What follows belongs to an exercise in optimizing a design on an open flow for small area; a production flow would make more cautious choices.
In this exercise RTL edits were held to simulation tests only and were not proved equivalent to the original.
No activity file was given, so power comes from the tool's default toggle rates.

### flow/design.v
package inst_queue_pkg;
  localparam int INST_W   = 32;
  localparam int PC_W     = 32;
  localparam int IQ_DEPTH = 16;
  localparam int IQ_PTR_W = 4;
  typedef struct packed {
    logic [PC_W-1:0]   pc;
    logic [INST_W-1:0] inst;
  } iq_entry_t;
  function automatic logic [1:0] req_pops(input logic r_ena_1, input logic r_ena_2);
    req_pops = r_ena_1 ? (r_ena_2 ? 2'd2 : 2'd1) : 2'd0;
  endfunction
endpackage
module inst_queue_ram #(
  parameter int N = 8,
  parameter int W = 64
) (
  input  logic         clk,
  input  logic [N-1:0] we,
  input  logic [W-1:0] wdata,
  input  logic [N-1:0] rsel,
  output logic [W-1:0] rdata
);
  logic [W-1:0] mem_q [0:N-1];
  always_ff @(posedge clk) begin
    for (int i = 0; i < N; i++)
      if (we[i]) mem_q[i] <= wdata;
  end
  always_comb begin
    rdata = '0;
    for (int i = 0; i < N; i++)
      rdata = rdata | ({W{rsel[i]}} & mem_q[i]);
  end
endmodule
module inst_queue #(
  parameter int DEPTH = inst_queue_pkg::IQ_DEPTH,
  parameter int PTR_W = inst_queue_pkg::IQ_PTR_W
) (
  input  logic         clk,
  input  logic         rst,
  input  logic                              flush,
  input  logic                              w_ena_1,
  input  logic                              w_ena_2,
  input  logic [inst_queue_pkg::PC_W-1:0]   w_pc_1,
  input  logic [inst_queue_pkg::PC_W-1:0]   w_pc_2,
  input  logic [inst_queue_pkg::INST_W-1:0] w_inst_1,
  input  logic [inst_queue_pkg::INST_W-1:0] w_inst_2,
  input  logic                              r_ena_1,
  input  logic                              r_ena_2,
  output logic                              q_valid_1,
  output logic                              q_valid_2,
  output logic [inst_queue_pkg::PC_W-1:0]   q_pc_1,
  output logic [inst_queue_pkg::PC_W-1:0]   q_pc_2,
  output logic [inst_queue_pkg::INST_W-1:0] q_inst_1,
  output logic [inst_queue_pkg::INST_W-1:0] q_inst_2,
  output logic                              full,
  output logic                              empty,
  output logic [PTR_W:0]                    count
);
  localparam int W  = inst_queue_pkg::PC_W + inst_queue_pkg::INST_W;
  localparam int NB = DEPTH / 2;
  localparam logic [PTR_W:0] FULL_TH = (PTR_W+1)'(DEPTH - 2);
  logic [PTR_W-1:0] tail_q, tail_d;
  logic [PTR_W:0]   cnt_q,  cnt_d;
  logic             full_w, accept_w, clr_w;
  logic [1:0]       nw_w, nr_req_w, nr_w;
  assign full_w   = (cnt_q > FULL_TH);
  assign accept_w = ~full_w;
  assign clr_w    = rst | flush;
  assign nw_w     = accept_w ? ({1'b0, w_ena_1} + {1'b0, w_ena_2}) : 2'd0;
  assign nr_req_w = inst_queue_pkg::req_pops(r_ena_1, r_ena_2);
  assign nr_w     = ((PTR_W+1)'(nr_req_w) > cnt_q) ? cnt_q[1:0] : nr_req_w;
  always_comb begin
    tail_d = tail_q + (PTR_W)'(nw_w);
    cnt_d  = cnt_q + (PTR_W+1)'(nw_w) - (PTR_W+1)'(nr_w);
    if (clr_w) begin
      tail_d = '0;
      cnt_d  = '0;
    end
  end
  always_ff @(posedge clk) begin
    tail_q <= tail_d;
    cnt_q  <= cnt_d;
  end
  logic            we_a, we_b;
  logic [PTR_W-1:0] tail_p1;
  logic [NB-1:0]   we_e, we_o;
  logic [W-1:0]    wdata_e, wdata_o;
  assign we_a    = accept_w & (w_ena_1 | w_ena_2) & ~clr_w;
  assign we_b    = accept_w & w_ena_1 & w_ena_2 & ~clr_w;
  assign tail_p1 = tail_q + (PTR_W)'(1);
  always_comb begin
    for (int k = 0; k < NB; k++) begin
      we_e[k] = (we_a & (tail_q  == (PTR_W)'(2*k))) | (we_b & (tail_p1 == (PTR_W)'(2*k)));
      we_o[k] = (we_a & (tail_q  == (PTR_W)'(2*k+1))) | (we_b & (tail_p1 == (PTR_W)'(2*k+1)));
    end
  end
  assign wdata_e = (~tail_q[0] & w_ena_1) ? {w_pc_1, w_inst_1} : {w_pc_2, w_inst_2};
  assign wdata_o = ( tail_q[0] & w_ena_1) ? {w_pc_1, w_inst_1} : {w_pc_2, w_inst_2};
  logic             hodd_q, hodd_d;
  logic [NB-1:0]    rsel_e, rsel_o, rsel_e_d, rsel_o_d;
  logic [W-1:0]     rdata_e, rdata_o;
  always_comb begin
    hodd_d   = hodd_q;
    rsel_e_d = rsel_e;
    rsel_o_d = rsel_o;
    if (nr_w == 2'd2) begin
      rsel_e_d = {rsel_e[NB-2:0], rsel_e[NB-1]};
      rsel_o_d = {rsel_o[NB-2:0], rsel_o[NB-1]};
    end else if (nr_w == 2'd1) begin
      hodd_d = ~hodd_q;
      if (hodd_q) rsel_o_d = {rsel_o[NB-2:0], rsel_o[NB-1]};
      else        rsel_e_d = {rsel_e[NB-2:0], rsel_e[NB-1]};
    end
    if (clr_w) begin
      hodd_d   = 1'b0;
      rsel_e_d = (NB)'(1);
      rsel_o_d = (NB)'(1);
    end
  end
  always_ff @(posedge clk) begin
    hodd_q <= hodd_d;
    rsel_e <= rsel_e_d;
    rsel_o <= rsel_o_d;
  end
  inst_queue_ram #(.N(NB), .W(W)) u_bank_e (
    .clk(clk), .we(we_e), .wdata(wdata_e), .rsel(rsel_e), .rdata(rdata_e)
  );
  inst_queue_ram #(.N(NB), .W(W)) u_bank_o (
    .clk(clk), .we(we_o), .wdata(wdata_o), .rsel(rsel_o), .rdata(rdata_o)
  );
  logic sel1_e, sel1_o, sel2_e, sel2_o;
  logic [W-1:0] q1, q2;
  assign q_valid_1 = (cnt_q != '0);
  assign q_valid_2 = (cnt_q > (PTR_W+1)'(1));
  assign sel1_e = q_valid_1 & ~hodd_q;
  assign sel1_o = q_valid_1 &  hodd_q;
  assign sel2_e = q_valid_2 &  hodd_q;
  assign sel2_o = q_valid_2 & ~hodd_q;
  assign q1 = ({W{sel1_e}} & rdata_e) | ({W{sel1_o}} & rdata_o);
  assign q2 = ({W{sel2_e}} & rdata_e) | ({W{sel2_o}} & rdata_o);
  assign q_pc_1   = q1[W-1 -: inst_queue_pkg::PC_W];
  assign q_inst_1 = q1[inst_queue_pkg::INST_W-1:0];
  assign q_pc_2   = q2[W-1 -: inst_queue_pkg::PC_W];
  assign q_inst_2 = q2[inst_queue_pkg::INST_W-1:0];
  assign full     = full_w;
  assign empty    = (cnt_q == '0);
  assign count    = cnt_q;
endmodule
module inst_queue_top (
  input  logic        clk,
  input  logic        rst,
  input  logic        flush,
  input  logic        w_ena_1,
  input  logic        w_ena_2,
  input  logic [31:0] w_pc_1,
  input  logic [31:0] w_pc_2,
  input  logic [31:0] w_inst_1,
  input  logic [31:0] w_inst_2,
  input  logic        r_ena_1,
  input  logic        r_ena_2,
  output logic        q_valid_1,
  output logic        q_valid_2,
  output logic [31:0] q_pc_1,
  output logic [31:0] q_pc_2,
  output logic [31:0] q_inst_1,
  output logic [31:0] q_inst_2,
  output logic        full,
  output logic        empty,
  output logic [4:0]  count
);
  inst_queue #(
    .DEPTH (16),
    .PTR_W (4)
  ) u_iq (
    .clk       (clk),
    .rst       (rst),
    .flush     (flush),
    .w_ena_1   (w_ena_1),
    .w_ena_2   (w_ena_2),
    .w_pc_1    (w_pc_1),
    .w_pc_2    (w_pc_2),
    .w_inst_1  (w_inst_1),
    .w_inst_2  (w_inst_2),
    .r_ena_1   (r_ena_1),
    .r_ena_2   (r_ena_2),
    .q_valid_1 (q_valid_1),
    .q_valid_2 (q_valid_2),
    .q_pc_1    (q_pc_1),
    .q_pc_2    (q_pc_2),
    .q_inst_1  (q_inst_1),
    .q_inst_2  (q_inst_2),
    .full      (full),
    .empty     (empty),
    .count     (count)
  );
endmodule
### flow/run.sh
#!/bin/bash
# synth_recipe.tcl (not shown) runs the flow's synth.tcl, then flattens the netlist and writes it again
# the make line also repeats each setting of config.mk as NAME=value (left out here)
make -C /OpenROAD-flow-scripts/flow DESIGN_CONFIG=/design/flow/config.mk WORK_HOME=/design/flow/orfs CLKGATE_MAP_FILE= SYNTH_SCRIPT=/design/flow/synth_recipe.tcl finish
### flow/config.mk
export PLATFORM = sky130hd
export DESIGN_NAME = inst_queue_top
export DESIGN_NICKNAME = inst_queue_top
export VERILOG_FILES = /design/flow/design.v
export SDC_FILE = /design/flow/constraint.sdc
export NUM_CORES = 4
export LEC_CHECK = 0
export CAP_MARGIN = 20
export CORE_MARGIN = 2
export CORE_UTILIZATION = 40
export SLEW_MARGIN = 20
### flow/constraint.sdc
create_clock -name core_clock -period 6.0 [get_ports {clk}]
set_input_delay 1.2000 -clock core_clock [delete_from_list [all_inputs] [get_ports {clk}]]
set_output_delay 1.2000 -clock core_clock [all_outputs]
set_load 0.01 [all_outputs]
==> qor.yml, run 1 <==
synthesis:
  avgSynthCellArea_um2: 17.73
  syn_nets: 2435
  synth.distinct_cells: 47
  yosys_warnings: 3
  synth_seq_cells: 1050
  ys_seq_area_share_pct: 77.36
  syn-cell-area_um2: 40420
  async_flop_share_pct: 0
  synth_cells: 2280
  synth-edff-count: 1024
  ys.flop_type: "edfxtp_1"
route:
  vias_per_cell: 6.153
  drc: 0
  wirelength_um: 122000
  ant_nets: 0
  wl_per_cell_um: 30.96
  dr.first_iter.drc_count: 2927
  dr.pass1.iters: 5
  num_vias: 24250
timing:
  hold_viol: 0
  worst_pin_slew_ns: 1.078
  timing.fmax_mhz: 199.9
  finalMaxSlewViolations: 0
  period_needed_ns: 5.003
  fin_skew_ns: 0.01748
  fin_crit_sh_pct: 83.39
  tns_ns: 0
  setup_viol: 0
  rsz0062_at_grt: "no"
  max_slew_margin_pct: 28.13
critical_path:
  reg2reg_from: "u_iq.cnt_q[1]$_SDFF_PN0_"
  crit_path_start: "u_iq.cnt_q[4]$_SDFF_PN0_"
  crit_fanout: 64
  critPathArrivalTime_ns: 3.80
  end_kind: "primary output"
  cp.required_ns: 4.80
  crit_type: "flip-flop to primary output"
  crit_path_start_kind: "flip-flop"
power_and_ir_drop:
  seqPwrFrac_pct: 45.7
  power.leakage_uw: 0.01485
  switchingPower_uw: 4894
  p_sw_share_pct: 26.67
  clockPowerShare_pct: 33.7
  p_int_uw: 13460
  power_uw: 18350
  peakVddDrop_uv: 242.2
  comb_power_share_pct: 20.6
  pwr_density_cell_nw_per_um2: 381.4
global_routing:
  grt_usage_pct: 22.97
  first_global_vias: 23900
  grt_pass1_wl_um: 171500
  gr-total-overflow: 0
  grt_max_degree: 65
  antenna_found_initial: 6
floorplanning:
  row_count: 116
  fp.dieH_um: 321.9
  boundaryPins: 272
  die_area_um2: 103600
  initial_utilization_pct: 40.36
  core-area_um2: 100100
  die_w_um: 321.9
cts:
  clk_pin_slew_worst_paths_ns: 0.07
  cts_buffer_depth: 3
  post_cts_buffers: 0
  clkLatencyLatePin_ns: 0.66
  cts-root-buf: "clkbuf_16"
  cts_buffers: 102
  cts_tree: "yes"
  numClockSinks: 1050
  cts_max_level: 3
  cts-resized-gates: 0
  cts-hold-fix-buffers: 0
place:
  dp.cells: 3751
  gp_congestion: 0.8542
  placed_area_um2: 44910
  port_buffers: 271
  dp_hpwl_um: 73240
finish:
  layoutNonFillerInstCount: 3941
  fin_area_um2: 48120
  finish.utilization_pct: 48.05
  nNetsFinal: 2712
  syn_to_final_growth_pct: 19.06
  drive_above_1_share_pct: 14.57
min_path:
  hp-start: "u_iq.tail_q[3]$_SDFF_PN0_"
  hp-class: "flip-flop to flip-flop"
status:
  status: "no timing/DRC/antenna violations"
flow_run:
  maxCapViolCount: 0
synth_stat cells, types with 20 or more instances:
library cell,n,area share [%]
edfxtp_1,1024,76
a22oi_1,513,9.5
mux2_2,131,3.6
a22o_1,128,2.8
nand4_1,128,2.0
clkbuf_1,90,0.84
buf_1,33,0.31
buf_2,26,0.32
dfxtp_1,26,1.3
nand2_1,25,0.23
a21oi_1,20,0.25
power by group through the flow:
stage	sequential (uW)	combinational (uW)	clock, uW
floorplan	8470	1830	0
global placement	8530	3730	0
global route	8390	3940	6540
CTS	8380	3770	6250
detailed placement	8540	3740	0
finish	8390	3780	6190
sequential cells by signal, summed over array words and instances (netlist names):
signal,cells
u_iq.u_bank_e.mem_q,512
u_iq.u_bank_o.mem_q,512
u_iq.rsel_e,8
u_iq.rsel_o,8
u_iq.cnt_q,5
u_iq.tail_q,4
u_iq.hodd_q,1
layout make-up:
class	count	area [um2]
Tap cell	1298	1624
Sequential cell	1050	31290
Timing Repair Buffer	335	3406
Fill cell	8382	52020
Multi-Input combinational cell	1051	8527
Clock buffer	130	2743
Inverter	17	63.81
Antenna cell	1	2.502
Clock inverter	59	469.2
worst max-delay path, cell delays in order, from the launching register on:
cell and delay [ns]:
dfxtp_1 0.60, inv_1 0.13, ha_1 0.23, nor4b_2 0.20
nor3_4 0.13, buf_4 0.73, a22o_1 0.45, clkdlybuf4s50_1 0.61
stage by stage:
stage          hold WS [ns]  worst slack (ns)
2_1_floorplan        0.5492            -3.133
3_3_place_gp         0.6931             1.451
4_1_cts              0.6994            0.9946
3_5_place_dp         0.6892             1.415
5_1_grt              0.7534            0.8007
6_report             0.7075            0.9969
per-layer routing:
layer | GRT usage [%] | vias up | part of all wire [%]
met5 | 0 | - | 0
met4 | 6.760 | 0 | 2.6
met3 | 3.986 | 176 | 8.7
met2 | 37.19 | 1227 | 48
met1 | 31.84 | 12670 | 41
li1 | - | 10170 | -
final timing paths:
check	end	slack [ns]	cells after the start
max	q_inst_2[24]	1.0	7
min	u_iq.tail_q[3]$_SDFF_PN0_	0.71	2
max reg2reg	u_iq.cnt_q[4]$_SDFF_PN0_	2.49	11
min reg2reg	u_iq.tail_q[3]$_SDFF_PN0_	0.71	2
cell usage in the layout (no fill, tap or decap), drive strengths merged, types with 3 or more instances in the layout:
| master | count |
|---|---|
| nor3b | 4 |
| or3b | 7 |
| edfxtp | 1024 |
| nor3 | 7 |
| clkdlybuf4s50 | 271 |
| nor4b | 4 |
| a22oi | 513 |
| dfxtp | 26 |
| clkinv | 48 |
| nor4 | 5 |
| o21ai | 9 |
| and2 | 6 |
| bufinv | 7 |
| or3 | 3 |
| nand4 | 128 |
| nand2b | 4 |
| mux2 | 131 |
| inv | 19 |
| fa | 3 |
| a22o | 128 |
| buf | 64 |
| ha | 17 |
| clkbuf | 130 |
| nand2 | 25 |
| nor2b | 5 |
| a21oi | 20 |
| nor2 | 9 |
| mux2i | 5 |
kinds of logic (layout without fill, tap and decap cells):
group,Yosys count,in the layout,share of synthesized area [%]
xor+xnor,3,3,0.06502
compound gates,678,678,12.83
other cells,0,1,0
buf+inv,179,541,1.984
flops,1050,1050,77.36
simple gates,214,214,3.315
fa+ha+maj,20,20,0.6748
mux,136,136,3.773
==> run 2, diff against run 1 <==
==> flow/config.mk (replaced) <==
export PLATFORM = sky130hd
export DESIGN_NAME = inst_queue_top
export DESIGN_NICKNAME = inst_queue_top
export VERILOG_FILES = /design/flow/design.v
export SDC_FILE = /design/flow/constraint.sdc
export NUM_CORES = 4
export LEC_CHECK = 0
export CAP_MARGIN = 0
export CORE_MARGIN = 2
export CORE_UTILIZATION = 60
export CTS_BUF_LIST = sky130_fd_sc_hd__clkbuf_16
export CTS_CLUSTER_DIAMETER = 100
export CTS_CLUSTER_SIZE = 25
export SLEW_MARGIN = 0
==> run 2 against run 1 <==
Compared with the run above: worst setup slack gained 0.15 ns; first-iteration DRC count grew 2.9%; sequential power is essentially flat; utilization grew 20 points; cell count shrank 14%; critical path type unchanged; worst hold slack lost 0.12 ns; combinational power is essentially flat; total power shrank 15%; non-clock buffer count shrank 9; register-to-register slack lost 0.10 ns; clock skew shrank 0.00072 ns.
==> qor.yml, run 2 <==
cts:
  post_cts_buffers: 0  # unchanged
  cts-resized-gates: 0  # unchanged
  clkLatencyLatePin_ns: 0.62  # -0.04 ns
  cts_tree: "yes"
  cts_buffer_depth: 3  # unchanged
  numClockSinks: 1050  # unchanged
  cts-hold-fix-buffers: 0  # unchanged
  cts-root-buf: "clkbuf_16"
  cts_buffers: 47  # -54%
  cts_max_level: 2  # -1
  clk_pin_slew_worst_paths_ns: 0.09  # +0.02 ns
place:
  post-place-ws_ns: 1.385  # -0.03010 ns
  port_buffers: 271  # unchanged
  dp_hpwl_um: 69990  # -4.4%
  gp_congestion: 0.9128  # +6.9%
power_and_ir_drop:
  switchingPower_uw: 4281  # -13%
  power.leakage_uw: 0.01390  # -6.4%
  p_sw_share_pct: 27.32  # +0.65 points
  seqPwrFrac_pct: 53.4  # +7.7 points
  clockPowerShare_pct: 22.4  # -11 points
  p_int_uw: 11390  # -15%
  peakVddDrop_uv: 316.6  # +31%
  pwr_density_cell_nw_per_um2: 343.5  # -9.9%
  comb_power_share_pct: 24.2  # +3.6 points
global_routing:
  gr-total-overflow: 0  # unchanged
  use_met2_pct: 48.04  # +11 points
  grt_util_met3_pct: 10.35  # +6.4 points
  grt_pass1_wl_um: 159600  # -6.9%
  grt_usage_pct: 32.28  # +9.3 points
  grt_max_degree: 67  # +3.1%
  antenna_found_initial: 5  # -1
  first_global_vias: 22310  # -6.7%
  busiest_layer: "met2"
  grt_use_met1_pct: 46.26  # +14 points
critical_path:
  end_kind: "primary output"
  crit_type: "flip-flop to primary output"
  crit_fanout: 39  # -39%
  cp.required_ns: 4.80  # about the same
  reg2regPathDepth: 11  # unchanged
  crit_path_start_kind: "flip-flop"
  critPathArrivalTime_ns: 3.65  # -0.15 ns
timing:
  rsz0062_at_grt: "no"
  fin_ws_ns: 1.150  # +0.1533 ns
  worst_pin_slew_ns: 1.243  # +0.1651 ns
  fin_skew_ns: 0.01676  # -0.0007213 ns
  whs_ns: 0.5907  # -0.1167 ns
  finalMaxSlewViolations: 0  # unchanged
  setup_viol: 0  # unchanged
  tns_ns: 0  # unchanged
  period_needed_ns: 4.850  # -0.1533 ns
  fin_crit_sh_pct: 80.83  # -2.6 points
  hold_viol: 0  # unchanged
  max_slew_margin_pct: 17.13  # -11 points
  timing.fmax_mhz: 206.2  # +3.2%
synthesis:
  async_flop_share_pct: 0  # unchanged
  synthTopCellsByArea: "edfxtp_1 (76%), a22oi_1 (9.5%), mux2_2 (3.6%)"
  ys_seq_area_share_pct: 77.36  # unchanged
  synth_seq_cells: 1050  # unchanged
  synth-edff-count: 1024  # unchanged
  yosys_warnings: 3  # unchanged
  synth.distinct_cells: 47  # unchanged
  ys_top_cells_by_count: "edfxtp_1 (1,024), a22oi_1 (513), mux2_2 (131), a22o_1 (128), nand4_1 (128)"
  avgSynthCellArea_um2: 17.73  # unchanged
  ys.flop_type: "edfxtp_1"
  synth.largest_area_cell: "edfxtp_1"
  yosysTopAreaCellShare_pct: 76.07  # unchanged
  synthMostInstantiatedCell: "edfxtp_1"
  syn-cell-area_um2: 40420  # unchanged
  syn_nets: 2435  # unchanged
  synth_cells: 2280  # unchanged
floorplanning:
  core-area_um2: 66920  # -33%
  initial_utilization_pct: 60.40  # +20 points
  row_count: 95  # -18%
  die_area_um2: 69460  # -33%
  die_w_um: 263.6  # -18%
  boundaryPins: 272  # unchanged
  fp.dieH_um: 263.6  # -18%
status:
  status: "no timing/DRC/antenna violations"
finish:
  mostFrequentLayoutCells: "edfxtp_1 (1,024), a22oi_1 (513), clkdlybuf4s50_1 (271), mux2_2 (131)"
  largestRegisters: "u_iq.u_bank_e.mem_q (512), u_iq.u_bank_o.mem_q (512)"
  syn_to_final_growth_pct: 12.84
  layout.cells.most_common: "edfxtp_1"
  nNetsFinal: 2648  # -2.4%
  drive_above_1_share_pct: 11.39  # -3.2 points
  finish.utilization_pct: 68.16  # +20 points
route:
  dr.pass1.iters: 5  # unchanged
  wirelength_um: 113200  # -7.2%
  wl_per_cell_um: 33.53  # +8.3%
  vias_per_cell: 6.898  # +12%
  dr.first_iter.drc_count: 3012  # +2.9%
  ant_nets: 0  # unchanged
  num_vias: 23300  # -3.9%
  drc: 0  # unchanged
min_path:
  hold_depth: 2  # unchanged
  hp-class: "flip-flop to flip-flop"
flow_run:
  maxCapViolCount: 0  # unchanged
run 2: changes by cell type in the layout (fill, tap and decap cells not counted), sizes merged:
| cell | delta |
|---|---|
| clkbuf | -81 |
| clkinv | -48 |
| buf | -9 |
| bufinv | -7 |
| inv | +7 |
| clkinvlp | -2 |
| diode | +1 |
run 2: kinds of logic (layout without fill, tap and decap cells):
| kind of cell | Yosys count | after routing | synth area share (%) |
|---|---|---|---|
| other | 0 | 2 | 0 |
| AND/OR/NAND/NOR | 214 | 214 | 3.315 |
| adder cells (fa/ha/maj) | 20 | 20 | 0.6748 |
| buffers and inverters | 179 | 401 | 1.984 |
| multiplexers | 136 | 136 | 3.773 |
| XOR/XNOR | 3 | 3 | 0.06502 |
| AO/OA/AOI/OAI | 678 | 678 | 12.83 |
| flip-flops | 1050 | 1050 | 77.36 |
run 2: per-stage QoR:
stage / std cells / instance area, um2 / power, uW
5_1_grt: 3377 / 45610 / 16090
3_5_place_dp: 3317 / 44350 / 12250
2_1_floorplan: 2280 / 40470 / 10300
3_3_place_gp: 3317 / 44350 / 12200
6_report: 3377 / 45610 / 15670
4_1_cts: 3375 / 45610 / 15650
run 2: power groups by stage:
| stage | combinational [uW] | clock (uW) | sequential (uW) |
|---|---|---|---|
| 6_report | 3780 | 3520 | 8370 |
| 5_1_grt | 3930 | 3780 | 8380 |
| 4_1_cts | 3730 | 3550 | 8370 |
| 3_5_place_dp | 3720 | 0 | 8540 |
| 3_3_place_gp | 3670 | 0 | 8530 |
| 2_1_floorplan | 1830 | 0 | 8470 |
run 2: worst paths after layout:
check	startpoint	slack [ns]	to
hold reg to reg	u_iq.rsel_o[4]$_SDFFE_PN0P_	0.59	u_iq.rsel_o[4]$_SDFFE_PN0P_
hold / removal	u_iq.rsel_o[4]$_SDFFE_PN0P_	0.59	u_iq.rsel_o[4]$_SDFFE_PN0P_
setup / recovery	u_iq.cnt_q[2]$_SDFF_PN0_	1.15	q_pc_1[10]
setup reg to reg	u_iq.cnt_q[1]$_SDFF_PN0_	2.39	u_iq.cnt_q[4]$_SDFF_PN0_
run 2: worst max-delay path, stage by stage (launching register included):
cell and delay, ns:
dfxtp_1 0.46, inv_1 0.12, ha_1 0.25, nor4b_4 0.17
nor2b_4 0.87, buf_4 0.37, a22o_1 0.17, clkdlybuf4s50_1 0.56
run 2: final cells by class:
class,instances,area [um2]
inverter,17,63.81
clock inverter,9,33.78
multi-input combinational,1051,8526
tap,873,1092
antenna,2,5.005
fill,4406,21310
timing repair buffer,326,3376
clock buffer,49,1226
sequential,1050,31290
run 2: per-layer routing:
metal  part of all wire, %  routed length, um
met1                    40              45500
met2                    45              51050
met3                    12              13400
met4                   2.9               3290
met5                     0                  0
==> run 3, diff against run 2 <==
==> flow/flow/run.sh (new file) <==
#!/bin/bash
# The standard layout (the standard.sh, standard synthesis unchanged), with two changes:
# port buffers use the smallest buffer cell, and CTS inserts no dummy loads.
set -euo pipefail
export BUFFER_PORTS_ARGS="-buffer_cell sky130_fd_sc_hd__buf_1"
export CTS_ARGS="-sink_clustering_enable -repair_clock_nets -dont_use_dummy_load -buf_list sky130_fd_sc_hd__clkbuf_16 -sink_clustering_size 25 -sink_clustering_max_diameter 100"
bash standard.sh finish > standard_flow.log 2>&1
==> flow/standard.sh (new file) <==
#!/bin/bash
# synth_recipe.tcl (not shown) runs the flow's synth.tcl, then flattens the netlist and writes it again
# the make line also repeats each setting of config.mk as NAME=value (left out here)
make -C /OpenROAD-flow-scripts/flow DESIGN_CONFIG=/design/flow/config.mk WORK_HOME=/design/flow/orfs CLKGATE_MAP_FILE= SYNTH_SCRIPT=/design/flow/synth_recipe.tcl "${@:-finish}"
removed: flow/run.sh
==> run 3 against run 2 <==
Compared with the run above: clock-buffer cell count decreased by 2; die area unchanged; first-iteration DRC count increased by 13%; sequential share of layout area increased by 2.8 points; highest routed layer is now met5.
==> qor.yml, run 3 <==
cts:
  cts_buffer_depth: 3  # unchanged
  cts_tree: "yes"
  clk_pin_slew_worst_paths_ns: 0.11  # +0.02 ns
  numClockSinks: 1050  # unchanged
  cts-resized-gates: 0  # unchanged
  clkLatencyLatePin_ns: 0.62  # about the same
  post_cts_buffers: 0  # unchanged
  cts-root-buf: "clkbuf_16"
  cts-hold-fix-buffers: 0  # unchanged
  cts_buffers: 47  # unchanged
  cts_max_level: 2  # unchanged
timing:
  finalMaxSlewViolations: 0  # unchanged
  fin_skew_ns: 0.02941  # +0.01265 ns
  timing.fmax_mhz: 216.4  # +5.0%
  period_needed_ns: 4.621  # -0.2289 ns
  fin_crit_sh_pct: 77.02  # -3.8 points
  hold_viol: 0  # unchanged
  rsz0062_at_grt: "no"
  setup_viol: 0  # unchanged
  worst_pin_slew_ns: 1.123  # -0.1199 ns
  tns_ns: 0  # unchanged
  max_slew_margin_pct: 24.94  # +7.8 points
floorplanning:
  initial_utilization_pct: 60.40  # unchanged
  core-area_um2: 66920  # unchanged
  row_count: 95  # unchanged
  die_w_um: 263.6  # unchanged
  boundaryPins: 272  # unchanged
  fp.dieH_um: 263.6  # unchanged
  die_area_um2: 69460  # unchanged
global_routing:
  antenna_found_initial: 11  # +6
  grt_pass1_wl_um: 160900  # +0.82%
  grt_usage_pct: 32.26  # about the same
  first_global_vias: 22410  # +0.45%
  grt_max_degree: 65  # -3.0%
  gr-total-overflow: 0  # unchanged
synthesis:
  synth_mux_area_share_pct: 3.773  # unchanged
  yosysTopAreaCellShare_pct: 76.07  # unchanged
  ys_seq_area_share_pct: 77.36  # unchanged
  synth.largest_area_cell: "edfxtp_1"
  syn-cell-area_um2: 40420  # unchanged
  synth_cells: 2280  # unchanged
  synth_xor_area_share_pct: 0.06500  # unchanged
  synthAdderAreaFrac_pct: 0.6748  # unchanged
  yosys.area_share.simple_pct: 3.315  # unchanged
  syn_nets: 2435  # unchanged
  synth_seq_cells: 1050  # unchanged
  ys_top_cells_by_count: "edfxtp_1 (1,024), a22oi_1 (513), mux2_2 (131), a22o_1 (128), nand4_1 (128)"
  avgSynthCellArea_um2: 17.73  # unchanged
  yosys_warnings: 3  # unchanged
  async_flop_share_pct: 0  # unchanged
  synth-edff-count: 1024  # unchanged
  synth_compound_area_share_pct: 12.83  # unchanged
  synthTopCellsByArea: "edfxtp_1 (76%), a22oi_1 (9.5%), mux2_2 (3.6%)"
  synth.distinct_cells: 47  # unchanged
  synth_top_family_by_area: "compound AO/OA/AOI/OAI gates"
  ys.flop_type: "edfxtp_1"
  synthMostInstantiatedCell: "edfxtp_1"
route:
  num_vias: 23690  # +1.7%
  ant_nets: 0  # unchanged
  dr.first_iter.drc_count: 3392  # +13%
  dr.pass1.iters: 5  # unchanged
  vias_per_cell: 7.019  # +1.7%
  drc: 0  # unchanged
  wl_per_cell_um: 33.65  # +0.36%
  wirelength_um: 113600  # +0.30%
flow_run:
  maxCapViolCount: 0  # unchanged
power_and_ir_drop:
  switchingPower_uw: 4232  # -1.1%
  power.leakage_uw: 0.01310  # -5.7%
  peakVddDrop_uv: 276.9  # -13%
  p_int_uw: 10670  # -6.3%
  clockPowerShare_pct: 23.2  # +0.8 points
  comb_power_share_pct: 20.6  # -3.6 points
  p_sw_share_pct: 28.40  # +1.1 points
  pwr_density_cell_nw_per_um2: 340.2  # -0.97%
  seqPwrFrac_pct: 56.3  # +2.9 points
finish:
  mostFrequentLayoutCells: "edfxtp_1 (1,024), a22oi_1 (513), buf_1 (271), mux2_2 (131)"
  fillers: 4645  # +5.4%
  largestRegisters: "u_iq.u_bank_e.mem_q (512), u_iq.u_bank_o.mem_q (512)"
  layout.cells.most_common: "edfxtp_1"
  syn_to_final_growth_pct: 8.379
  fin_area_um2: 43810  # -4.0%
  nNetsFinal: 2646  # -0.076%
  drive_above_1_share_pct: 11.29  # -0.10 points
critical_path:
  critPathMaxStageDelay_ns: 0.83  # -0.04 ns
  critPathArrivalTime_ns: 3.42  # -0.23 ns
  slowest_stage: "nor3_4"
  crit_fanout: 25  # -36%
  crit_type: "flip-flop to primary output"
  crit_path_start_kind: "flip-flop"
  cp.required_ns: 4.80  # about the same
  cp_cell_sequence: "inv_1, ha_1, nor4b_2, nor3_4, buf_4, a22o_1, buf_1"
  end_kind: "primary output"
place:
  dp_hpwl_um: 69430  # -0.80%
  placed_area_um2: 42600  # -3.9%
  gp_congestion: 0.9531  # +4.4%
  port_buffers: 271  # unchanged
min_path:
  hp-class: "flip-flop to flip-flop"
status:
  status: "no timing/DRC/antenna violations"
run 3: cell count changes in the layout (fill, tap and decap cells not counted), sizes merged:
cell and delta:
clkdlybuf4s50 -271, buf +269, inv -9, diode +11, clkbuf -2
run 3: power groups by stage:
| stage | Sequential (uW) | Clock [uW] | Combinational (uW) |
|---|---|---|---|
| 4_1_cts | 8380 | 3490 | 3000 |
| 3_5_place_dp | 8550 | 0 | 3000 |
| 3_3_place_gp | 8550 | 0 | 2960 |
| 2_1_floorplan | 8470 | 0 | 1830 |
| 6_report | 8380 | 3450 | 3060 |
| 5_1_grt | 8400 | 3740 | 3210 |
run 3: logic make-up (layout without fill, tap and decap cells):
group	Yosys count	in the layout
AND/OR/NAND/NOR	214	214
adder cells (fa/ha/maj)	20	20
buffers and inverters	179	388
other	0	13
XOR/XNOR	3	3
AO/OA/AOI/OAI	678	678
multiplexers	136	136
flip-flops	1050	1050
run 3: final timing paths:
path                               start                           to  slack (ns)  cells past startpoint
max             u_iq.cnt_q[4]$_SDFF_PN0_                    q_pc_2[7]        1.38                      7
min          u_iq.rsel_o[5]$_SDFFE_PN0P_  u_iq.rsel_o[5]$_SDFFE_PN0P_        0.47                      2
max reg2reg     u_iq.cnt_q[1]$_SDFF_PN0_     u_iq.cnt_q[3]$_SDFF_PN0_        2.48                     11
min reg2reg  u_iq.rsel_o[5]$_SDFFE_PN0P_  u_iq.rsel_o[5]$_SDFFE_PN0P_        0.47                      2
run 3: per-layer routing:
| layer | vias up | track usage [%] | part of all wire [%] |
|---|---|---|---|
| met4 | 2 | 7.923 | 2.3 |
| met3 | 144 | 5.238 | 10 |
| li1 | 9945 | - | - |
| met5 | - | 0 | 0.011 |
| met2 | 1259 | 48.94 | 46 |
| met1 | 12340 | 49.59 | 41 |
run 3: critical path, delay by kind of cell (launching register included):
kind | cells | cell delay [ns]
buffers and inverters | 3 | 0.71
flip-flops | 1 | 0.57
AND/OR/NAND/NOR | 2 | 1.03
AO/OA/AOI/OAI | 1 | 0.22
adder cells (fa/ha/maj) | 1 | 0.24
run 3: stage by stage:
| step | total power, uW | utilization, % | instances | setup slack [ns] | hold slack, ns |
|---|---|---|---|---|---|
| global route | 15340 | 65.45 | 3372 | 1.306 | 0.4996 |
| global placement | 11500 | 63.66 | 3315 | 1.837 | 0.4474 |
| finish | 14900 | 65.46 | 3375 | 1.379 | 0.4746 |
| floorplan | 10300 | - | 2280 | -3.133 | 0.5492 |
| CTS | 14870 | 65.41 | 3362 | 1.402 | 0.4727 |
| detailed placement | 11550 | 63.66 | 3315 | 1.843 | 0.4577 |
run 3: cell type report:
class / count / area [um2] / area share, %
multi-input cells: 1051 / 8526 / 19.46
flip-flops and latches: 1050 / 31290 / 71.42
repair buffers: 324 / 1628 / 3.716
clock buffers: 47 / 1176 / 2.685
diodes: 13 / 32.53 / 0.07426
well taps: 873 / 1092 / 2.493
inverters: 17 / 63.81 / 0.1457
==> run 4, diff against run 3 <==
--- a/flow/design.v
+++ b/flow/design.v
@@ -95,8 +95,8 @@
       we_o[k] = (we_a & (tail_q  == (PTR_W)'(2*k+1))) | (we_b & (tail_p1 == (PTR_W)'(2*k+1)));
     end
   end
-  assign wdata_e = (~tail_q[0] & w_ena_1) ? {w_pc_1, w_inst_1} : {w_pc_2, w_inst_2};
-  assign wdata_o = ( tail_q[0] & w_ena_1) ? {w_pc_1, w_inst_1} : {w_pc_2, w_inst_2};
+  assign wdata_e = ~((~tail_q[0] & w_ena_1) ? {w_pc_1, w_inst_1} : {w_pc_2, w_inst_2});
+  assign wdata_o = ~(( tail_q[0] & w_ena_1) ? {w_pc_1, w_inst_1} : {w_pc_2, w_inst_2});
   logic             hodd_q, hodd_d;
   logic [NB-1:0]    rsel_e, rsel_o, rsel_e_d, rsel_o_d;
   logic [W-1:0]     rdata_e, rdata_o;
@@ -137,8 +137,8 @@
   assign sel1_o = q_valid_1 &  hodd_q;
   assign sel2_e = q_valid_2 &  hodd_q;
   assign sel2_o = q_valid_2 & ~hodd_q;
-  assign q1 = ({W{sel1_e}} & rdata_e) | ({W{sel1_o}} & rdata_o);
-  assign q2 = ({W{sel2_e}} & rdata_e) | ({W{sel2_o}} & rdata_o);
+  assign q1 = ({W{sel1_e}} & ~rdata_e) | ({W{sel1_o}} & ~rdata_o);
+  assign q2 = ({W{sel2_e}} & ~rdata_e) | ({W{sel2_o}} & ~rdata_o);
   assign q_pc_1   = q1[W-1 -: inst_queue_pkg::PC_W];
   assign q_inst_1 = q1[inst_queue_pkg::INST_W-1:0];
   assign q_pc_2   = q2[W-1 -: inst_queue_pkg::PC_W];
==> run 4 against run 3 <==
Compared with the run above: highest routed layer is now met4; largest cell class unchanged; worst setup slack better by 0.12 ns; final area decreased by 1.5%; clock power rose by 1%; wire length up 0.28%; flip-flop and latch count stayed put; register-to-register slack improved by 0.20 ns; die area shrank 1.8%; combinational power is 4% higher; cell count fell by 0.86%; worst hold slack gained 0.045 ns; via count grew 0.37%.
==> qor.yml, run 4 <==
status:
  status: "no timing/DRC/antenna violations"
timing:
  period_needed_ns: 4.496  # -0.1248 ns
  timing.fmax_mhz: 222.4  # +2.8%
  setup_viol: 0  # unchanged
  whs_ns: 0.5195  # +0.04489 ns
  tns_ns: 0  # unchanged
  fin_skew_ns: 0.07236  # +0.04295 ns
  hold_viol: 0  # unchanged
  fin_crit_sh_pct: 74.94  # -2.1 points
  finalMaxSlewViolations: 0  # unchanged
  rsz0062_at_grt: "no"
  max_slew_margin_pct: 20.42  # -4.5 points
  worst_pin_slew_ns: 1.194  # +0.07056 ns
route:
  wl_met3_um: 12120  # +4.3%
  wirelength_um: 113900  # +0.28%
  num_vias: 23780  # +0.37%
  wl_per_cell_um: 34.04  # +1.2%
  dr.first_iter.drc_count: 3377  # -0.44%
  ant_nets: 0  # unchanged
  vias_per_cell: 7.106  # +1.2%
  met1Wirelength_um: 45910  # -2.3%
  drc: 0  # unchanged
  dr.pass1.iters: 6  # +1
  dr_wl_met2_um: 52470  # +0.34%
  highest_layer: "met4"
synthesis:
  avgSynthCellArea_um2: 17.50  # -1.3%
  synth_cells: 2268  # -0.53%
  synth.largest_area_cell: "edfxtp_1"
  yosys_warnings: 3  # unchanged
  synth_seq_cells: 1050  # unchanged
  ys_top_cells_by_count: "edfxtp_1 (1,024), a22oi_1 (512), mux2i_1 (145), nand4_1 (129), o22ai_1 (128)"
  syn-cell-area_um2: 39700  # -1.8%
  async_flop_share_pct: 0  # unchanged
  synthMostInstantiatedCell: "edfxtp_1"
  syn_nets: 2420  # -0.62%
  yosysTopAreaCellShare_pct: 77.46  # +1.4 points
  ys.flop_type: "edfxtp_1"
  synth-edff-count: 1024  # unchanged
  ys_seq_area_share_pct: 78.77  # +1.4 points
  synth.distinct_cells: 41  # -13%
  synthTopCellsByArea: "edfxtp_1 (77%), a22oi_1 (9.7%), mux2i_1 (3.7%)"
finish:
  syn_to_final_growth_pct: 8.731
  layout.cells.most_common: "edfxtp_1"
  multi_input_area_um2: 7935  # -6.9%
  fillers: 4560  # -1.8%
  register_area_um2: 31290  # about the same
  finish.utilization_pct: 65.77  # +0.31 points
  largestRegisters: "u_iq.u_bank_e.mem_q (512), u_iq.u_bank_o.mem_q (512)"
  mostFrequentLayoutCells: "edfxtp_1 (1,024), a22oi_1 (512), buf_1 (271), mux2i_1 (144), nand4_1 (129)"
  layoutNonFillerInstCount: 3346  # -0.86%
  drive_above_1_share_pct: 5.927  # -5.4 points
  nNetsFinal: 2634  # -0.45%
  fin_area_um2: 43160  # -1.5%
floorplanning:
  boundaryPins: 272  # unchanged
  core-area_um2: 65630  # -1.9%
  fp.dieH_um: 261.2  # -0.89%
  row_count: 94  # -1.1%
  initial_utilization_pct: 60.49  # +0.086 points
  die_area_um2: 68240  # -1.8%
  die_w_um: 261.2  # -0.89%
cts:
  cts-hold-fix-buffers: 0  # unchanged
  post_cts_buffers: 0  # unchanged
  clk_pin_slew_worst_paths_ns: 0.09  # -0.02 ns
  cts-resized-gates: 0  # unchanged
  cts_buffer_depth: 3  # unchanged
  cts_tree: "yes"
  clkLatencyLatePin_ns: 0.63  # about the same
  numClockSinks: 1050  # unchanged
  cts_max_level: 2  # unchanged
  cts_buffers: 48  # +2.1%
  cts-root-buf: "clkbuf_16"
critical_path:
  cp.required_ns: 4.80  # about the same
  crit_type: "flip-flop to primary output"
  crit_fanout: 33  # +32%
  critPathArrivalTime_ns: 3.30  # -0.12 ns
  crit_path_start_kind: "flip-flop"
  end_kind: "primary output"
place:
  port_buffers: 271  # unchanged
  placed_area_um2: 41950  # -1.5%
  dp.cells: 3296  # -0.57%
  gp_congestion: 0.9451  # -0.84%
  dp_hpwl_um: 68540  # -1.3%
global_routing:
  gr-total-overflow: 0  # unchanged
  grt_max_degree: 67  # +3.1%
  grt_usage_pct: 33.19  # +0.93 points
  antenna_found_initial: 2  # -9
  grt_pass1_wl_um: 160700  # -0.14%
  first_global_vias: 22350  # -0.27%
power_and_ir_drop:
  peakVddDrop_uv: 267.8  # -3.3%
  power.leakage_uw: 0.01319  # +0.65%
  pwr_density_cell_nw_per_um2: 347.2  # +2.1%
min_path:
  hp-class: "flip-flop to flip-flop"
flow_run:
  maxCapViolCount: 0  # unchanged
run 4: power breakdown:
group	leakage, uW	internal (uW)	switching, uW
registers	0.00944	8230	95.9
logic	0.00316	916	2250
clock network	0.000592	1430	2060
run 4: path summary, 6_finish.rpt:
check | start | to | slack, ns | depth (start not counted)
worst max-delay path | u_iq.cnt_q[3]$_SDFF_PN0_ | q_inst_2[12] | 1.50 | 9
worst min-delay path | u_iq.rsel_e[3]$_SDFFE_PN0P_ | u_iq.rsel_e[3]$_SDFFE_PN0P_ | 0.52 | 2
worst max register to register | u_iq.cnt_q[2]$_SDFF_PN0_ | u_iq.u_bank_o.mem_q[4][6]$_DFFE_PP_ | 2.68 | 8
worst min register to register | u_iq.rsel_e[3]$_SDFFE_PN0P_ | u_iq.rsel_e[3]$_SDFFE_PN0P_ | 0.52 | 2
run 4: cell families after synthesis:
group           Yosys count  share of synthesized area [%]
flops                  1050                          78.77
compound gates          659                          12.02
mux                     148                          3.779
fa+ha+maj                17                         0.5736
simple gates            215                          3.032
xor+xnor                  7                         0.1544
buf+inv                 172                          1.674
run 4: critical path, cell delays in order, from the launching register on:
cell and delay, ns:
dfxtp_1 0.41, inv_1 0.11, ha_1 0.23, nand2_1 0.13
mux2i_1 0.08, nand2b_1 0.15, nand2b_2 0.57, buf_4 0.51
o22ai_1 0.29, buf_1 0.19
run 4: stage by stage:
step | worst slack, ns | total power, uW
final | 1.504 | 14990
after global routing | 1.406 | 15410
after CTS | 1.550 | 14950
after detailed placement | 1.627 | 11570
after global placement | 1.667 | 11530
after floorplan | 0.7480 | 10240
run 4: metal layers:
metal / vias to the layer above / global-route usage [%]
met4: 0 / 9.675
li1: 9882 / -
met2: 1422 / 50.29
met3: 185 / 6.591
met5: - / 0
met1: 12290 / 49.72
run 4: final cells by class:
| class | instances | share of cell area, % |
|---|---|---|
| Sequential cell | 1050 | 72.50 |
| Multi-Input combinational cell | 1046 | 18.38 |
| Timing Repair Buffer | 324 | 3.713 |
| Clock buffer | 48 | 2.783 |
| Tap cell | 864 | 2.505 |
| Inverter | 12 | 0.1044 |
| Antenna cell | 2 | 0.01160 |
==> run 5, diff against run 4 <==
==> flow/flow/run.sh (replaced) <==
#!/bin/bash
# The standard layout (the standard.sh, standard synthesis unchanged), with two changes:
# port buffers use the smallest buffer cell, and CTS uses smaller clusters of clkbuf_8
# with no dummy loads.
set -euo pipefail
export BUFFER_PORTS_ARGS="-buffer_cell sky130_fd_sc_hd__buf_1"
export CTS_ARGS="-sink_clustering_enable -repair_clock_nets -dont_use_dummy_load -buf_list sky130_fd_sc_hd__clkbuf_8 -sink_clustering_size 18 -sink_clustering_max_diameter 60"
bash standard.sh finish > standard_flow.log 2>&1
--- a/flow/config.mk
+++ b/flow/config.mk
@@ -7,8 +7,5 @@
 export LEC_CHECK = 0
 export CAP_MARGIN = 0
 export CORE_MARGIN = 2
-export CORE_UTILIZATION = 60
-export CTS_BUF_LIST = sky130_fd_sc_hd__clkbuf_16
-export CTS_CLUSTER_DIAMETER = 100
-export CTS_CLUSTER_SIZE = 25
+export CORE_UTILIZATION = 80
 export SLEW_MARGIN = 0
==> run 5 against run 4 <==
Compared with the run above: now fails the layout checks on capacitance limit, slew limit; combinational power about the same; wire length down 0.20%; synthesized area unchanged; clock power is 14% lower; via count up 7.2%; clock-buffer cell count grew 20; synthesized cell count unchanged; sequential share of layout area up 1.0 points; critical endpoint is now q_inst_1[27].
==> qor.yml, run 5 <==
flow_run:
  maxCapViolCount: 1  # +1
cts:
  clkLatencyLatePin_ns: 0.71  # +0.08 ns
  clk_pin_slew_worst_paths_ns: 0.10  # about the same
  cts-root-buf: "clkbuf_8"
  numClockSinks: 1050  # unchanged
  cts-hold-fix-buffers: 0  # unchanged
  cts_tree: "yes"
  post_cts_buffers: 0  # unchanged
  cts_buffer_depth: 3  # unchanged
  cts-resized-gates: 0  # unchanged
  cts_max_level: 3  # +1
  cts_buffers: 68  # +42%
route:
  vias_per_cell: 8.042  # +13%
  drc: 0  # unchanged
  wl_per_cell_um: 35.87  # +5.4%
  dr.first_iter.drc_count: 5178  # +53%
  dr.pass1.iters: 16  # +10
  ant_nets: 0  # unchanged
  num_vias: 25480  # +7.2%
  wirelength_um: 113700  # -0.20%
finish:
  syn_to_final_growth_pct: 7.221
  largestRegisters: "u_iq.u_bank_e.mem_q (512), u_iq.u_bank_o.mem_q (512)"
  mostFrequentLayoutCells: "edfxtp_1 (1,024), a22oi_1 (512), buf_1 (271), mux2i_1 (145), nand4_1 (129)"
  nNetsFinal: 2658  # +0.91%
  fin_area_um2: 42560  # -1.4%
  finish.utilization_pct: 86.95  # +21 points
  layout.cells.most_common: "edfxtp_1"
  drive_above_1_share_pct: 6.789  # +0.86 points
floorplanning:
  die_w_um: 226.8  # -13%
  initial_utilization_pct: 81.10  # +21 points
  core-area_um2: 48950  # -25%
  fp.dieH_um: 226.8  # -13%
  boundaryPins: 272  # unchanged
  die_area_um2: 51420  # -25%
  row_count: 81  # -14%
timing:
  tns_ns: 0  # unchanged
  max_slew_margin_pct: -0.9980  # -21 points
  timing.fmax_mhz: 216.8  # -2.5%
  fin_crit_sh_pct: 76.87  # +1.9 points
  finalMaxSlewViolations: 1  # +1
  hold_viol: 0  # unchanged
  period_needed_ns: 4.612  # +0.1158 ns
  fin_skew_ns: 0.03966  # -0.03270 ns
  worst_pin_slew_ns: 1.473  # +0.2791 ns
  setup_viol: 0  # unchanged
  rsz0062_at_grt: "no"
place:
  port_buffers: 271  # unchanged
  dp_hpwl_um: 70550  # +2.9%
  placed_area_um2: 41620  # -0.78%
  gp_congestion: 1.055  # +12%
synthesis:
  synthMostInstantiatedCell: "edfxtp_1"
  yosysTopAreaCellShare_pct: 77.46  # unchanged
  ys.flop_type: "edfxtp_1"
  ys_seq_area_share_pct: 78.77  # unchanged
  synth_cells: 2268  # unchanged
  synth_seq_cells: 1050  # unchanged
  synth.largest_area_cell: "edfxtp_1"
  synth-edff-count: 1024  # unchanged
  yosys_warnings: 3  # unchanged
  ys_top_cells_by_count: "edfxtp_1 (1,024), a22oi_1 (512), mux2i_1 (145), nand4_1 (129), o22ai_1 (128)"
  synthTopCellsByArea: "edfxtp_1 (77%), a22oi_1 (9.7%), mux2i_1 (3.7%)"
  async_flop_share_pct: 0  # unchanged
  syn_nets: 2420  # unchanged
  syn-cell-area_um2: 39700  # unchanged
  avgSynthCellArea_um2: 17.50  # unchanged
  synth.distinct_cells: 41  # unchanged
global_routing:
  gr-total-overflow: 0  # unchanged
  grt_pass1_wl_um: 159000  # -1.1%
  grt_usage_pct: 44.62  # +11 points
  first_global_vias: 23880  # +6.9%
  grt_max_degree: 65  # -3.0%
  antenna_found_initial: 3  # +1
power_and_ir_drop:
  power.leakage_uw: 0.01308  # -0.79%
  pwr_density_cell_nw_per_um2: 341.4  # -1.7%
  peakVddDrop_uv: 338.3  # +26%
min_path:
  hp-class: "flip-flop to flip-flop"
critical_path:
  critPathArrivalTime_ns: 3.41  # +0.11 ns
  end_kind: "primary output"
  crit_fanout: 34  # +3.0%
  cp.required_ns: 4.80  # about the same
  crit_type: "flip-flop to primary output"
  crit_path_start_kind: "flip-flop"
status:
  so.violations: "capacitance limit, slew limit"
  status: "complete, but fails checks"
==> run 5: cell counts after synthesis <==
Identical to the previous run, type by type.
==> run 5: critical path, cell delays in order (launching register included) <==
cell     delay (ns)
dfxtp_1        0.38
inv_1          0.14
ha_1           0.19
nand2_1        0.08
or3_1          0.41
nand2_2        0.57
buf_4          0.47
o22ai_1        0.25
buf_1          0.20
==> run 5: area by class of cell <==
cell class / instances / area [um2]
multi-input combinational: 1046 / 7926
tap: 664 / 830.8
antenna: 1 / 2.502
clock buffer: 68 / 935.9
timing repair buffer: 328 / 1533
sequential: 1050 / 31290
fill: 2017 / 6387
inverter: 12 / 45.04
==> run 5: cell families after synthesis <==
logic type | share of synthesized area, %
compound gates | 12.02
xor+xnor | 0.1544
buf+inv | 1.674
fa+ha+maj | 0.5736
flops | 78.77
mux | 3.779
simple gates | 3.032
==> run 5: through the flow <==
step / setup slack [ns] / hold WS (ns) / power [uW] / instances
after floorplan: 0.7480 / 0.5492 / 10240 / 2268
after global placement: 1.677 / 0.6190 / 11380 / 3100
after detailed placement: 1.685 / 0.6253 / 11490 / 3100
after CTS: 1.515 / 0.6603 / 14330 / 3168
after global routing: 1.318 / 0.7136 / 14790 / 3168
final: 1.388 / 0.6596 / 14530 / 3169
==> run 5: per-layer routing <==
| metal | vias up | GRT usage [%] | routed length (um) |
|---|---|---|---|
| met5 | - | 0 | 14 |
| met3 | 543 | 15.58 | 19790 |
| met1 | 12390 | 60.93 | 35860 |
| met2 | 2638 | 63.75 | 50130 |
| li1 | 9909 | - | - |
| met4 | 2 | 25.62 | 7862 |
==> run 5: power by group <==
part	total (uW)	internal, uW	switching (uW)
sequential	8350	8230	123
combinational	3160	913	2250
clock	3020	1030	1990
==> run 5: path summary, 6_finish.rpt <==
check / from / endpoint / slack (ns) / cells after the start
max: u_iq.cnt_q[2]$_SDFF_PN0_ / q_inst_1[27] / 1.39 / 8
min: u_iq.hodd_q$_SDFFE_PN0P_ / u_iq.hodd_q$_SDFFE_PN0P_ / 0.66 / 2
min reg2reg: u_iq.hodd_q$_SDFFE_PN0P_ / u_iq.hodd_q$_SDFFE_PN0P_ / 0.66 / 2
max reg2reg: u_iq.cnt_q[2]$_SDFF_PN0_ / u_iq.u_bank_o.mem_q[0][1]$_DFFE_PP_ / 2.52 / 8
==> run 6, diff against run 5 <==
--- a/flow/config.mk
+++ b/flow/config.mk
@@ -7,5 +7,5 @@
 export LEC_CHECK = 0
 export CAP_MARGIN = 0
 export CORE_MARGIN = 2
-export CORE_UTILIZATION = 80
+export CORE_UTILIZATION = 70
 export SLEW_MARGIN = 0
==> run 6 against run 5 <==
Compared with the run above: final area up 0.44%; combinational power is essentially flat; maximum frequency shrank 3.2%; largest power group unchanged; sequential share of layout area down 0.32 points; worst hold slack worse by 0.14 ns; cell count up 3.0%; highest routed layer unchanged; global-route usage shrank 6.9 points; critical path type unchanged; now clean on timing, DRC and antenna; critical path depth up 1; sequential power barely moved; via count down 4.8%; non-clock buffer count up 1.
==> qor.yml, run 6 <==
min_path:
  hp-class: "flip-flop to flip-flop"
  hold_depth: 2  # unchanged
  hp-start: "u_iq.rsel_o[1]$_SDFFE_PN0P_"
  hold_end: "u_iq.rsel_o[1]$_SDFFE_PN0P_"
global_routing:
  gr-total-overflow: 0  # unchanged
  busiest_layer: "met1"
  grt_use_met1_pct: 57.28  # -3.6 points
  grt_util_met3_pct: 10.18  # -5.4 points
  grt_pass1_wl_um: 158200  # -0.46%
  antenna_found_initial: 9  # +6
  first_global_vias: 22730  # -4.8%
  grt_max_degree: 66  # +1.5%
  grt_usage_pct: 37.70  # -6.9 points
  use_met2_pct: 54.10  # -9.6 points
cts:
  cts_buffer_depth: 3  # unchanged
  cts_max_level: 3  # unchanged
  cts_buffers: 69  # +1.5%
  cts-root-buf: "clkbuf_8"
  cts-resized-gates: 0  # unchanged
  clkLatencyLatePin_ns: 0.70  # about the same
  post_cts_buffers: 0  # unchanged
  cts-hold-fix-buffers: 0  # unchanged
  numClockSinks: 1050  # unchanged
  clk_pin_slew_worst_paths_ns: 0.09  # about the same
  cts_tree: "yes"
synthesis:
  synthAdderAreaFrac_pct: 0.5736  # unchanged
  ys.flop_type: "edfxtp_1"
  synth_compound_area_share_pct: 12.02  # unchanged
  ys_seq_area_share_pct: 78.77  # unchanged
  avgSynthCellArea_um2: 17.50  # unchanged
  async_flop_share_pct: 0  # unchanged
  syn_nets: 2420  # unchanged
  yosysTopAreaCellShare_pct: 77.46  # unchanged
  synth.distinct_cells: 41  # unchanged
  synthTopCellsByArea: "edfxtp_1 (77%), a22oi_1 (9.7%), mux2i_1 (3.7%)"
  synth_xor_area_share_pct: 0.1544  # unchanged
  ys_top_cells_by_count: "edfxtp_1 (1,024), a22oi_1 (512), mux2i_1 (145), nand4_1 (129), o22ai_1 (128)"
  syn-cell-area_um2: 39700  # unchanged
  yosys_warnings: 3  # unchanged
  yosys.area_share.simple_pct: 3.032  # unchanged
  synth.largest_area_cell: "edfxtp_1"
  synth_cells: 2268  # unchanged
  synth_seq_cells: 1050  # unchanged
  synth-edff-count: 1024  # unchanged
  synthMostInstantiatedCell: "edfxtp_1"
  synth_top_family_by_area: "compound AO/OA/AOI/OAI gates"
  synth_mux_area_share_pct: 3.779  # unchanged
route:
  ant_nets: 0  # unchanged
  drc: 0  # unchanged
  wl_per_cell_um: 33.94  # -5.4%
  dr.pass1.iters: 8  # -8
  vias_per_cell: 7.436  # -7.5%
  wirelength_um: 110800  # -2.5%
  num_vias: 24270  # -4.8%
  dr.first_iter.drc_count: 3701  # -29%
place:
  placed_area_um2: 41800  # +0.41%
  port_buffers: 271  # unchanged
  dp_hpwl_um: 69050  # -2.1%
  gp_congestion: 0.9917  # -6.0%
  post-place-ws_ns: 1.634  # -0.05057 ns
critical_path:
  slowest_stage: "nand2_2"
  r2r_slack_ns: 2.56  # +0.04 ns
  reg2regPathDepth: 8  # unchanged
  crit_path_start_kind: "flip-flop"
  critPathMaxStageDelay_ns: 0.69  # +0.12 ns
  end_kind: "primary output"
  cp.required_ns: 4.80  # about the same
  crit_fanout: 45  # +32%
  rr_endpoint: "u_iq.u_bank_o.mem_q[2][61]$_DFFE_PP_"
  crit_type: "flip-flop to primary output"
  worst_path_dominant_cell_family: "simple AND/OR/NAND/NOR gates"
  cp_cell_sequence: "inv_1, ha_1, nand2_1, mux2i_1, nand2b_1, nand2_2, buf_4, o22ai_1, buf_1"
  path_depth: 9  # +1
  critPathArrivalTime_ns: 3.56  # +0.15 ns
  critPathBufInv: 3  # unchanged
  reg2reg_from: "u_iq.cnt_q[2]$_SDFF_PN0_"
status:
  status: "no timing/DRC/antenna violations"
timing:
  fin_ws_ns: 1.236  # -0.1523 ns
  fin_crit_sh_pct: 79.41  # +2.5 points
  period_needed_ns: 4.764  # +0.1523 ns
  timing.fmax_mhz: 209.9  # -3.2%
  finalMaxSlewViolations: 0  # -1
  max_slew_margin_pct: 18.70  # +20 points
  fin_skew_ns: 0.07878  # +0.03912 ns
  setup_viol: 0  # unchanged
  rsz0062_at_grt: "no"
  worst_pin_slew_ns: 1.215  # -0.2576 ns
  tns_ns: 0  # unchanged
  hold_viol: 0  # unchanged
finish:
  largestRegisters: "u_iq.u_bank_e.mem_q (512), u_iq.u_bank_o.mem_q (512)"
  mostFrequentLayoutCells: "edfxtp_1 (1,024), a22oi_1 (512), buf_1 (271), mux2i_1 (145), nand4_1 (129)"
  nNetsFinal: 2660  # +0.075%
  fin_area_um2: 42750  # +0.44%
  finish.utilization_pct: 75.97  # -11 points
  layout.cells.most_common: "edfxtp_1"
  syn_to_final_growth_pct: 7.697
  drive_above_1_share_pct: 6.864  # +0.074 points
power_and_ir_drop:
  peakVddDrop_uv: 334.9  # -0.99%
  power.leakage_uw: 0.01311  # +0.20%
  pwr_density_cell_nw_per_um2: 340.4  # -0.28%
  power_uw: 14550  # +0.16%
floorplanning:
  row_count: 87  # +7.4%
  die_w_um: 242.1  # +6.8%
  fp.dieH_um: 242.1  # +6.8%
  initial_utilization_pct: 70.54  # -11 points
  boundaryPins: 272  # unchanged
  core-area_um2: 56280  # +15%
  die_area_um2: 58630  # +14%
flow_run:
  maxCapViolCount: 0  # -1
## run 6: cell counts after synthesis
No cell type changed its count.
## run 6: worst reg2reg max path, cell delays in order, from the launching register on
cell and delay, ns:
dfxtp_1 0.43, ha_1 0.18, nand2_1 0.05, a41oi_1 0.22, buf_4 0.22, nand2_1 0.26
or3_1 0.60, nor2_4 0.73, buf_12 0.38
## run 6: kinds of logic after synthesis
group           count (synthesis)
fa+ha+maj                      17
flops                        1050
mux                           148
simple gates                  215
buf+inv                       172
xor+xnor                        7
compound gates                659
## run 6: worst max-delay path by stage
stage	end	slack, ns	startpoint
global route	q_inst_2[11]	1.12	u_iq.cnt_q[3]$_SDFF_PN0_
finish	q_inst_2[11]	1.24	u_iq.cnt_q[3]$_SDFF_PN0_
global placement	u_iq.cnt_q[4]$_SDFF_PN0_	1.68	r_ena_1
floorplan	u_iq.u_bank_o.mem_q[2][0]$_DFFE_PP_	0.75	w_ena_1
CTS	q_inst_2[11]	1.29	u_iq.cnt_q[3]$_SDFF_PN0_
detailed placement	u_iq.cnt_q[4]$_SDFF_PN0_	1.63	r_ena_1
## run 6: per-layer routing
metal / share of wire (%) / up-vias
met3: 14 / 299
li1: - / 9921
met1: 38 / 12320
met4: 3.8 / 14
met5: 0.082 / -
met2: 45 / 1712
## run 6: power breakdown
group          internal [uW]  switching, uW  total, uW
Sequential              8230            111       8340
Clock                   1040           2010       3050
Combinational            921           2240       3160
Total                  10200           4360      14600
## run 6: cell type report
cell class	count	area (um2)
Timing Repair Buffer	329	1590
Tap cell	756	945.9
Fill cell	3324	13530
Multi-Input combinational cell	1046	7926
Antenna cell	2	5.005
Clock buffer	69	949.7
Sequential cell	1050	31290
Inverter	12	45.04
## run 6: through the flow
step	hold slack, ns	std cells
CTS	0.5191	3262
floorplan	0.5492	2268
finish	0.5201	3264
detailed placement	0.5079	3193
global placement	0.4913	3193
global route	0.5465	3263
==> run 7, diff against run 6 <==
--- a/flow/design.v
+++ b/flow/design.v
@@ -17,14 +17,15 @@
 ) (
   input  logic         clk,
   input  logic [N-1:0] we,
+  input  logic [N-1:0] hold,    
   input  logic [W-1:0] wdata,
   input  logic [N-1:0] rsel,
   output logic [W-1:0] rdata
 );
-  logic [W-1:0] mem_q [0:N-1];
+  logic [N-1:0][W-1:0] mem_q;
   always_ff @(posedge clk) begin
     for (int i = 0; i < N; i++)
-      if (we[i]) mem_q[i] <= wdata;
+      mem_q[i] <= ({W{we[i]}} & wdata) | ({W{hold[i]}} & mem_q[i]);
   end
   always_comb begin
     rdata = '0;
@@ -61,6 +62,7 @@
   localparam int NB = DEPTH / 2;
   localparam logic [PTR_W:0] FULL_TH = (PTR_W+1)'(DEPTH - 2);
   logic [PTR_W-1:0] tail_q, tail_d;
+  logic [PTR_W-1:0] tailn_q;    
   logic [PTR_W:0]   cnt_q,  cnt_d;
   logic             full_w, accept_w, clr_w;
   logic [1:0]       nw_w, nr_req_w, nr_w;
@@ -80,19 +82,29 @@
   end
   always_ff @(posedge clk) begin
     tail_q <= tail_d;
+    tailn_q <= ~tail_d;
     cnt_q  <= cnt_d;
   end
-  logic            we_a, we_b;
-  logic [PTR_W-1:0] tail_p1;
-  logic [NB-1:0]   we_e, we_o;
-  logic [W-1:0]    wdata_e, wdata_o;
+  logic             we_a, we_b;
+  logic [DEPTH-1:0] at_tail, at_tailn, we_w, hold_w;
+  logic [NB-1:0]    we_e, we_o, hold_e, hold_o;
+  logic [W-1:0]     wdata_e, wdata_o;
   assign we_a    = accept_w & (w_ena_1 | w_ena_2) & ~clr_w;
   assign we_b    = accept_w & w_ena_1 & w_ena_2 & ~clr_w;
-  assign tail_p1 = tail_q + (PTR_W)'(1);
-  always_comb begin
+  always_comb begin
+    for (int p = 0; p < DEPTH; p++) begin
+      at_tail[p]  = (tail_q == (PTR_W)'(p));
+      at_tailn[p] = (tailn_q == (PTR_W)'(DEPTH-1-p));
+    end
+    for (int p = 0; p < DEPTH; p++) begin
+      we_w[p]   =  ((we_a & at_tail[p])  | (we_b & at_tail[(p+DEPTH-1)%DEPTH]));
+      hold_w[p] = ~((we_a & at_tailn[p]) | (we_b & at_tailn[(p+DEPTH-1)%DEPTH]));
+    end
     for (int k = 0; k < NB; k++) begin
-      we_e[k] = (we_a & (tail_q  == (PTR_W)'(2*k))) | (we_b & (tail_p1 == (PTR_W)'(2*k)));
-      we_o[k] = (we_a & (tail_q  == (PTR_W)'(2*k+1))) | (we_b & (tail_p1 == (PTR_W)'(2*k+1)));
+      we_e[k]   = we_w[2*k];
+      we_o[k]   = we_w[2*k+1];
+      hold_e[k] = hold_w[2*k];
+      hold_o[k] = hold_w[2*k+1];
     end
   end
   assign wdata_e = ~((~tail_q[0] & w_ena_1) ? {w_pc_1, w_inst_1} : {w_pc_2, w_inst_2});
@@ -124,10 +136,10 @@
     rsel_o <= rsel_o_d;
   end
   inst_queue_ram #(.N(NB), .W(W)) u_bank_e (
-    .clk(clk), .we(we_e), .wdata(wdata_e), .rsel(rsel_e), .rdata(rdata_e)
+    .clk(clk), .we(we_e), .hold(hold_e), .wdata(wdata_e), .rsel(rsel_e), .rdata(rdata_e)
   );
   inst_queue_ram #(.N(NB), .W(W)) u_bank_o (
-    .clk(clk), .we(we_o), .wdata(wdata_o), .rsel(rsel_o), .rdata(rdata_o)
+    .clk(clk), .we(we_o), .hold(hold_o), .wdata(wdata_o), .rsel(rsel_o), .rdata(rdata_o)
   );
   logic sel1_e, sel1_o, sel2_e, sel2_o;
   logic [W-1:0] q1, q2;
==> run 7 against run 6 <==
Compared with the run above: still clean on timing, DRC and antenna; final area decreased by 1.5%; global-route usage rose by 12 points; sequential power rose by 2%; clock power grew 7%; sequential share of layout area is 23 points lower; die area is essentially flat; flip-flop and latch count grew 4; non-clock buffer count grew 25; synthesized cell count is 56% higher; synthesized area is essentially flat; wire length is 38% higher; combinational power is 92% higher.
==> qor.yml, run 7 <==
status:
  status: "no timing/DRC/antenna violations"
floorplanning:
  die_w_um: 242.1  # about the same
  row_count: 87  # unchanged
  die_area_um2: 58630  # about the same
  initial_utilization_pct: 70.53  # about the same
synthesis:
  ys_top_cells_by_count: "dfxtp_1 (1,054), a22o_1 (1,024), a22oi_1 (512), clkbuf_1 (222), mux2i_1 (148)"
  synth.distinct_cells: 56  # +37%
  synthMostInstantiatedCell: "dfxtp_1"
  ys.flop_type: "dfxtp_1"
  synth_xor_area_share_pct: 0.1103  # -0.044 points
  synthAdderAreaFrac_pct: 0.6241  # +0.050 points
  synth_top_family_by_area: "compound AO/OA/AOI/OAI gates"
global_routing:
  antenna_found_initial: 13  # +4
  grt_pass1_wl_um: 222400  # +41%
timing:
  tns_ns: 0  # unchanged
  setup_viol: 0  # unchanged
  max_slew_margin_pct: 13.94  # -4.8 points
  fin_skew_ns: 0.05391  # -0.02487 ns
  hold_viol: 0  # unchanged
route:
  drc: 0  # unchanged
  wl_per_cell_um: 34.83  # +2.6%
cts:
  cts_max_level: 3  # unchanged
  cts_buffers: 70  # +1.4%
  post_cts_buffers: 0  # unchanged
  clk_pin_slew_worst_paths_ns: 0.11  # +0.02 ns
  numClockSinks: 1054  # +0.38%
power_and_ir_drop:
  pwr_density_cell_nw_per_um2: 422.6  # +24%
  clockPowerShare_pct: 18.3  # -2.7 points
critical_path:
  crit_path_start_kind: "flip-flop"
  critPathArrivalTime_ns: 3.67  # +0.11 ns
place:
  gp_congestion: 0.9752  # -1.7%
finish:
  largestRegisters: "u_iq.u_bank_e.mem_q (512), u_iq.u_bank_o.mem_q (512)"
  layout.cells.most_common: "dfxtp_1"
min_path:
  hp-class: "flip-flop to flip-flop"
==> run 7: cell count changes after synthesis, moves of 7 or more <==
cell      change
dfxtp_1    +1028
buf_1         +9
buf_2        +81
inv_1        +11
nand2_1       +7
a22o_1     +1023
clkbuf_1    +109
edfxtp_1   -1024
==> run 7: power groups by stage <==
| stage | Combinational [uW] | Sequential (uW) | Clock [uW] |
|---|---|---|---|
| finish | 6060 | 8480 | 3250 |
| global route | 6190 | 8550 | 3440 |
| CTS | 5770 | 8440 | 3190 |
| detailed placement | 5740 | 8580 | 0 |
| global placement | 5630 | 8530 | 0 |
| floorplan | 3550 | 8400 | 0 |
==> run 7: final cells by class <==
type,count,area [um2]
diodes,10,25.02
flip-flops and latches,1054,21120
repair buffers,354,1715
well taps,756,945.9
inverters,24,90.09
fillers,3976,14180
multi-input cells,2111,17230
clock buffers,70,963.4
==> run 7: per-stage QoR <==
step                      instance area [um2]  instances  util, %  hold WS [ns]
after floorplan                         39690       3546        -        0.4499
after global placement                  41110       4299    73.04        0.4615
after detailed placement                41110       4299    73.04        0.4643
after CTS                               42070       4369    74.75        0.4877
after global routing                    42080       4375    74.78        0.4978
final                                   42090       4379    74.80        0.4901
==> run 7: cell families (layout without fill, tap and decap cells) <==
group | count (synthesis) | count (layout)
compound gates | 1693 | 1693
xor+xnor | 5 | 5
fa+ha+maj | 19 | 19
buf+inv | 381 | 448
flops | 1054 | 1054
mux | 148 | 148
other cells | 0 | 10
simple gates | 246 | 246
==> run 7: path summary, 6_finish.rpt <==
kind / slack [ns] / to / depth (start not counted) / start
max: 1.13 / q_inst_1[19] / 8 / u_iq.cnt_q[2]$_SDFF_PP0_
min: 0.49 / u_iq.u_bank_e.mem_q[362]$_DFF_P_ / 1 / u_iq.u_bank_e.mem_q[362]$_DFF_P_
max reg2reg: 2.01 / u_iq.u_bank_o.mem_q[94]$_DFF_P_ / 8 / u_iq.cnt_q[2]$_SDFF_PP0_
min reg2reg: 0.49 / u_iq.u_bank_e.mem_q[362]$_DFF_P_ / 1 / u_iq.u_bank_e.mem_q[362]$_DFF_P_
==> run 7: metal layers <==
metal,vias to the layer above,global-route usage [%],wire (um)
met3,843,15.07,23350
met2,3541,72.59,63280
li1,14300,-,-
met5,-,0,71
met1,17450,64.07,54540
met4,12,32.33,11280
==> run 7: worst max-delay path, stage by stage, from the launching register on <==
cell and delay, ns:
dfxtp_1 0.48, inv_1 0.12, ha_1 0.24, nor2b_1 0.16, nand3_1 0.21, nand2_2 0.69, buf_4 0.49, o22ai_1 0.33
buf_1 0.23

Check on run 7: ideal ports give 1.126 ns setup slack; a clkbuf_16 on the clock port and buf_2 on the inputs give 1.062 ns; moving port delays by the midpoint clock arrival (0.760 ns) as well gives 1.585 ns.
